Background: an optimization exercise with open tools, aiming at small area. Do not read the settings as production practice. The RTL was checked by simulation tests, not by an equivalence proof against the original design. Power and IR drop assume default switching activity.

==> flow/design.v <==
module stage_scoreboard #(
    parameter int NUM_CH   = 8,
    parameter int WIDTH    = 64,
    parameter int DEPTH    = 4,
    parameter int HLT_SKEW = 16,
    parameter int TIMEOUT  = 3000
) (
    input  logic                    clk,
    input  logic                    rst_n,
    input  logic [NUM_CH-1:0]       dut_valid,
    input  logic [NUM_CH*WIDTH-1:0] dut_data,
    input  logic [NUM_CH-1:0]       ref_valid,
    input  logic [NUM_CH*WIDTH-1:0] ref_data,
    input  logic                    dut_hlt,
    input  logic                    ref_hlt,
    output logic [NUM_CH-1:0]       mismatch,
    output logic [15:0]             err_count,
    output logic                    first_err_valid,
    output logic [3:0]              first_err_ch,
    output logic [WIDTH-1:0]        first_err_dut,
    output logic [WIDTH-1:0]        first_err_ref,
    output logic [NUM_CH-1:0]       overflow,
    output logic                    hlt_mismatch,
    output logic                    done,
    output logic                    timeout
);
    localparam int AW = $clog2(DEPTH);
    localparam int CW = AW + 1;
    localparam int TW = $clog2(TIMEOUT + 1);
    localparam int SW = $clog2(HLT_SKEW + 1);
    logic [WIDTH-1:0]  mem      [NUM_CH][DEPTH];
    logic [AW-1:0]     rp       [NUM_CH];
    logic [CW-1:0]     lcnt     [NUM_CH];    
    logic [NUM_CH-1:0] side;                 
    logic [NUM_CH-1:0] pend;                 
    logic [NUM_CH-1:0] pdiff;                
    logic [AW-1:0]     rp_nx    [NUM_CH];
    logic [AW-1:0]     wp       [NUM_CH];
    logic [CW-1:0]     lcnt_nx  [NUM_CH];
    logic [WIDTH-1:0]  wdata    [NUM_CH];
    logic [WIDTH-1:0]  pl       [NUM_CH];    
    logic [WIDTH-1:0]  pg       [NUM_CH];    
    logic [WIDTH-1:0]  px       [NUM_CH];    
    logic [DEPTH:0]    hsel     [NUM_CH];
    logic [NUM_CH-1:0] below;
    logic [NUM_CH-1:0] onehot;
    logic [NUM_CH-1:0] we;
    logic [NUM_CH-1:0] side_nx;
    logic [NUM_CH-1:0] wsel;
    logic [NUM_CH-1:0] gsel;
    logic [NUM_CH-1:0] pend_nx;
    logic [NUM_CH-1:0] pdiff_nx;
    logic [NUM_CH-1:0] drop;
    logic [WIDTH-1:0]  st_l;                 
    logic [WIDTH-1:0]  st_g;                 
    logic [WIDTH-1:0]  sel_l;
    logic [WIDTH-1:0]  sel_g;
    logic              low_side;
    logic [4:0]        diff_pc;
    logic [3:0]        low_ch;
    logic [16:0]       err_sum;
    logic              all_empty_nx;
    logic              hs_d;
    logic              hs_r;
    logic              hs_d_nx;
    logic              hs_r_nx;
    logic              done_nx;
    logic [SW-1:0]     skew_cnt;
    logic [TW-1:0]     t_cnt;
    always_comb begin
        for (int i = 0; i < NUM_CH; i++) begin
            logic             dv, rv, byp, lead_v, lag_v, full, push;
            logic [CW-1:0]    rest;
            dv        = dut_valid[i];
            rv        = ref_valid[i];
            byp       = pend[i] ? (lcnt[i] == CW'(1)) : (lcnt[i] == '0);
            rest      = lcnt[i] - CW'(pend[i]);
            full      = !pend[i] && (lcnt[i] == CW'(DEPTH));
            lead_v    = side[i] ? rv : dv;
            lag_v     = side[i] ? dv : rv;
            if (byp) begin
                push       = dv || rv;
                drop[i]    = 1'b0;
                pend_nx[i] = dv && rv;
                side_nx[i] = dv ? 1'b0 : (rv ? 1'b1 : side[i]);
                wsel[i]    = !dv;
                gsel[i]    = 1'b0;
            end else begin
                push       = lead_v && !full;
                drop[i]    = lead_v && full;
                pend_nx[i] = lag_v;
                side_nx[i] = side[i];
                wsel[i]    = side[i];
                gsel[i]    = side[i];
            end
            lcnt_nx[i] = rest + CW'(push);
            we[i]      = push;
            wp[i]      = rp[i] + AW'(lcnt[i]);
            rp_nx[i]   = rp[i] + AW'(pend[i]);
            for (int k = 0; k < DEPTH; k++) hsel[i][k] = !byp && (rp_nx[i] == AW'(k));
            hsel[i][DEPTH] = byp;
        end
    end
    for (genvar i = 0; i < NUM_CH; i++) begin : g_ch
        for (genvar b = 0; b < WIDTH; b++) begin : g_bit
            ssb_bit u_bit (
                .m0  (mem[i][0][b]),
                .m1  (mem[i][1][b]),
                .m2  (mem[i][2][b]),
                .m3  (mem[i][3][b]),
                .d   (dut_data[i*WIDTH+b]),
                .r   (ref_data[i*WIDTH+b]),
                .hs  (hsel[i]),
                .ws  (wsel[i]),
                .gs  (gsel[i]),
                .w   (wdata[i][b]),
                .l   (pl[i][b]),
                .g   (pg[i][b]),
                .x   (px[i][b])
            );
        end
    end
    always_comb begin
        for (int i = 0; i < NUM_CH; i++) pdiff_nx[i] = pend_nx[i] && (px[i] != '0);
    end
    always_comb begin
        below = '0;
        for (int i = 1; i < NUM_CH; i++) below[i] = below[i-1] | pdiff_nx[i-1];
        onehot = pdiff_nx & ~below;
    end
    for (genvar b = 0; b < WIDTH; b++) begin : g_sel
        logic [NUM_CH-1:0] lv, gv;
        for (genvar i = 0; i < NUM_CH; i++) begin : g_pack
            assign lv[i] = pl[i][b];
            assign gv[i] = pg[i][b];
        end
        ssb_sel8 u_sl (.v(lv), .s(onehot), .y(sel_l[b]));
        ssb_sel8 u_sg (.v(gv), .s(onehot), .y(sel_g[b]));
    end
    always_comb begin
        diff_pc      = '0;
        low_ch       = '0;
        low_side     = 1'b0;
        all_empty_nx = 1'b1;
        for (int i = NUM_CH - 1; i >= 0; i--) begin
            diff_pc = diff_pc + 5'(pdiff[i]);
            if (pdiff[i]) begin
                low_ch   = 4'(i);
                low_side = side[i];
            end
            if (lcnt_nx[i] != '0) all_empty_nx = 1'b0;
        end
        err_sum = {1'b0, err_count} + 17'(diff_pc);
        hs_d_nx = hs_d | dut_hlt;
        hs_r_nx = hs_r | ref_hlt;
        done_nx = done | (hs_d_nx & hs_r_nx & all_empty_nx);
    end
    always_ff @(posedge clk) begin
        for (int i = 0; i < NUM_CH; i++) begin
            for (int k = 0; k < DEPTH; k++) begin
                if (we[i] && (wp[i] == AW'(k))) mem[i][k] <= wdata[i];
            end
        end
        st_l <= sel_l;
        st_g <= sel_g;
    end
    always_ff @(posedge clk) begin
        if (!rst_n) begin
            for (int i = 0; i < NUM_CH; i++) begin
                rp[i]   <= '0;
                lcnt[i] <= '0;
            end
            side     <= '0;
            pend     <= '0;
            pdiff    <= '0;
            overflow <= '0;
        end else begin
            for (int i = 0; i < NUM_CH; i++) begin
                rp[i]   <= rp_nx[i];
                lcnt[i] <= lcnt_nx[i];
            end
            side     <= side_nx;
            pend     <= pend_nx;
            pdiff    <= pdiff_nx;
            overflow <= overflow | drop;
        end
    end
    always_ff @(posedge clk) begin
        if (!rst_n) begin
            mismatch        <= '0;
            err_count       <= '0;
            first_err_valid <= 1'b0;
            first_err_ch    <= '0;
            first_err_dut   <= '0;
            first_err_ref   <= '0;
        end else begin
            mismatch <= pdiff;
            if (err_sum[16]) err_count <= 16'hFFFF;
            else             err_count <= err_sum[15:0];
            if (!first_err_valid && (pdiff != '0)) begin
                first_err_valid <= 1'b1;
                first_err_ch    <= low_ch;
                first_err_dut   <= ~(low_side ? st_g : st_l);
                first_err_ref   <= ~(low_side ? st_l : st_g);
            end
        end
    end
    always_ff @(posedge clk) begin
        if (!rst_n) begin
            hs_d         <= 1'b0;
            hs_r         <= 1'b0;
            skew_cnt     <= '0;
            hlt_mismatch <= 1'b0;
            done         <= 1'b0;
        end else begin
            hs_d <= hs_d_nx;
            hs_r <= hs_r_nx;
            done <= done_nx;
            if ((hs_d ^ hs_r) && (skew_cnt != SW'(HLT_SKEW))) begin
                skew_cnt <= skew_cnt + SW'(1);
                if (skew_cnt == SW'(HLT_SKEW - 1)) begin
                    hlt_mismatch <= 1'b1;
                end
            end
        end
    end
    always_ff @(posedge clk) begin
        if (!rst_n) begin
            t_cnt   <= '0;
            timeout <= 1'b0;
        end else if (t_cnt != TW'(TIMEOUT)) begin
            t_cnt <= t_cnt + TW'(1);
            if ((t_cnt == TW'(TIMEOUT - 1)) && !done_nx) begin
                timeout <= 1'b1;
            end
        end
    end
endmodule
module ssb_bit (
    input  logic       m0,
    input  logic       m1,
    input  logic       m2,
    input  logic       m3,
    input  logic       d,
    input  logic       r,
    input  logic [4:0] hs,
    input  logic       ws,
    input  logic       gs,
    output logic       w,
    output logic       l,
    output logic       g,
    output logic       x
);
    ssb_mux2i u_w (.a(d), .b(r), .s(ws), .y(w));
    ssb_mux2i u_g (.a(r), .b(d), .s(gs), .y(g));
    ssb_ao5   u_l (.v({w, m3, m2, m1, m0}), .s(hs), .y(l));
    assign x = l ^ g;
endmodule
module ssb_mux2i (
    input  logic a,
    input  logic b,
    input  logic s,
    output logic y
);
    assign y = !(s ? b : a);
endmodule
module ssb_ao5 (
    input  logic [4:0] v,
    input  logic [4:0] s,
    output logic       y
);
    assign y = |(v & s);
endmodule
module ssb_sel8 (
    input  logic [7:0] v,
    input  logic [7:0] s,
    output logic       y
);
    assign y = |(v & s);
endmodule
export LEC_CHECK = 0
export CAP_MARGIN = 20
export CORE_MARGIN = 2
export CORE_UTILIZATION = 55
export SLEW_MARGIN = 30
export SYNTH_HIERARCHICAL = 1
create_clock -name core_clock -period 8.0 [get_ports {clk}]
standard.sh (not shown) runs the stock make flow with config.mk's settings and CLKGATE_MAP_FILE= SYNTH_SCRIPT=/design/flow/synth_recipe.tcl, a recipe that flattens the netlist after the stock synthesis.
==> flow/flow/run.sh <==
#!/bin/bash
# Own layout flow: the standard flow (standard.sh, unchanged synthesis,
# floorplan, power grid and tap cells), with two changes to how the layout
# is made:
#  - every input and output port still gets a buffer, but a buf_1 instead of
#    the default clkdlybuf4s50_1 delay cell;
#  - clock tree synthesis inserts no dummy loads and clusters up to 26
#    flip-flops (within 90 um) under each leaf buffer.
# make's full output goes to flow.log in the folder this runs in; the ORFS
# tools' own logs stay under orfs/logs/.
set -euo pipefail
bash standard.sh \
    "BUFFER_PORTS_ARGS=-buffer_cell sky130_fd_sc_hd__buf_1" \
    "CTS_ARGS=-sink_clustering_enable -repair_clock_nets -dont_use_dummy_load -sink_clustering_size 26 -sink_clustering_max_diameter 90" \
    finish > flow.log 2>&1
The baseline completed without violations.
Then changed:
Settings changed: CORE_UTILIZATION 55 to 60.
The changed run passed the timing, design-rule and antenna checks.
Critical path depth rose by 1.
Cell area falls by 0.50%.
Cell count drops by 2.1%.
Synthesized area is unchanged.
Clock skew went down by 0.018 ns.
Routed wire length shrinks by 2.0%.
Then changed:
Settings changed: SLEW_MARGIN 30 to 25.
Result: The changed run passed the timing, design-rule and antenna checks; die area stays the same; maximum frequency stays flat; synthesized cell count stays the same; clock-buffer cell count climbs by 1; worst setup slack degrades by 0.017 ns; total power hardly moves; utilization drops by 0.14 points; critical path depth is unchanged.

[port drivers added, routing unchanged]
How much do the figures lean on ideal ports? The routed layouts below were timed once more, with nothing changed but the port constraints. Step 1: set_driving_cell puts a clkbuf_16 on clk and a buf_2 on each other input, an assumption about the parent block. Step 2 moves the port delays by t, midway between the first and last clock arrival at a register: inputs arrive t later, outputs are due t later. That takes back most of the time a late clock gives input paths. a / b / c = no drivers / after step 1 / after step 2; a / b = the first two.
| run | t (ns) | setup WS [ns] | latest minus earliest clock arrival (ns) | pins driven straight from the clock port |
|---|---|---|---|---|
| the first run | 0.928 | 0.551 / 0.551 / -0.008 | 0.089 / 0.090 | 1 |
| the second run | 0.915 | 0.329 / 0.329 / -0.128 | 0.072 / 0.072 | 1 |
| the third run | 0.933 | 0.312 / 0.312 / -0.130 | 0.075 / 0.076 | 1 |
With both steps, setup timing fails in every run listed, where it was met with ideal ports. The setup slack of the first run, which loses most, moves by 0.000 ns with the drivers and by -0.559 ns with both steps.
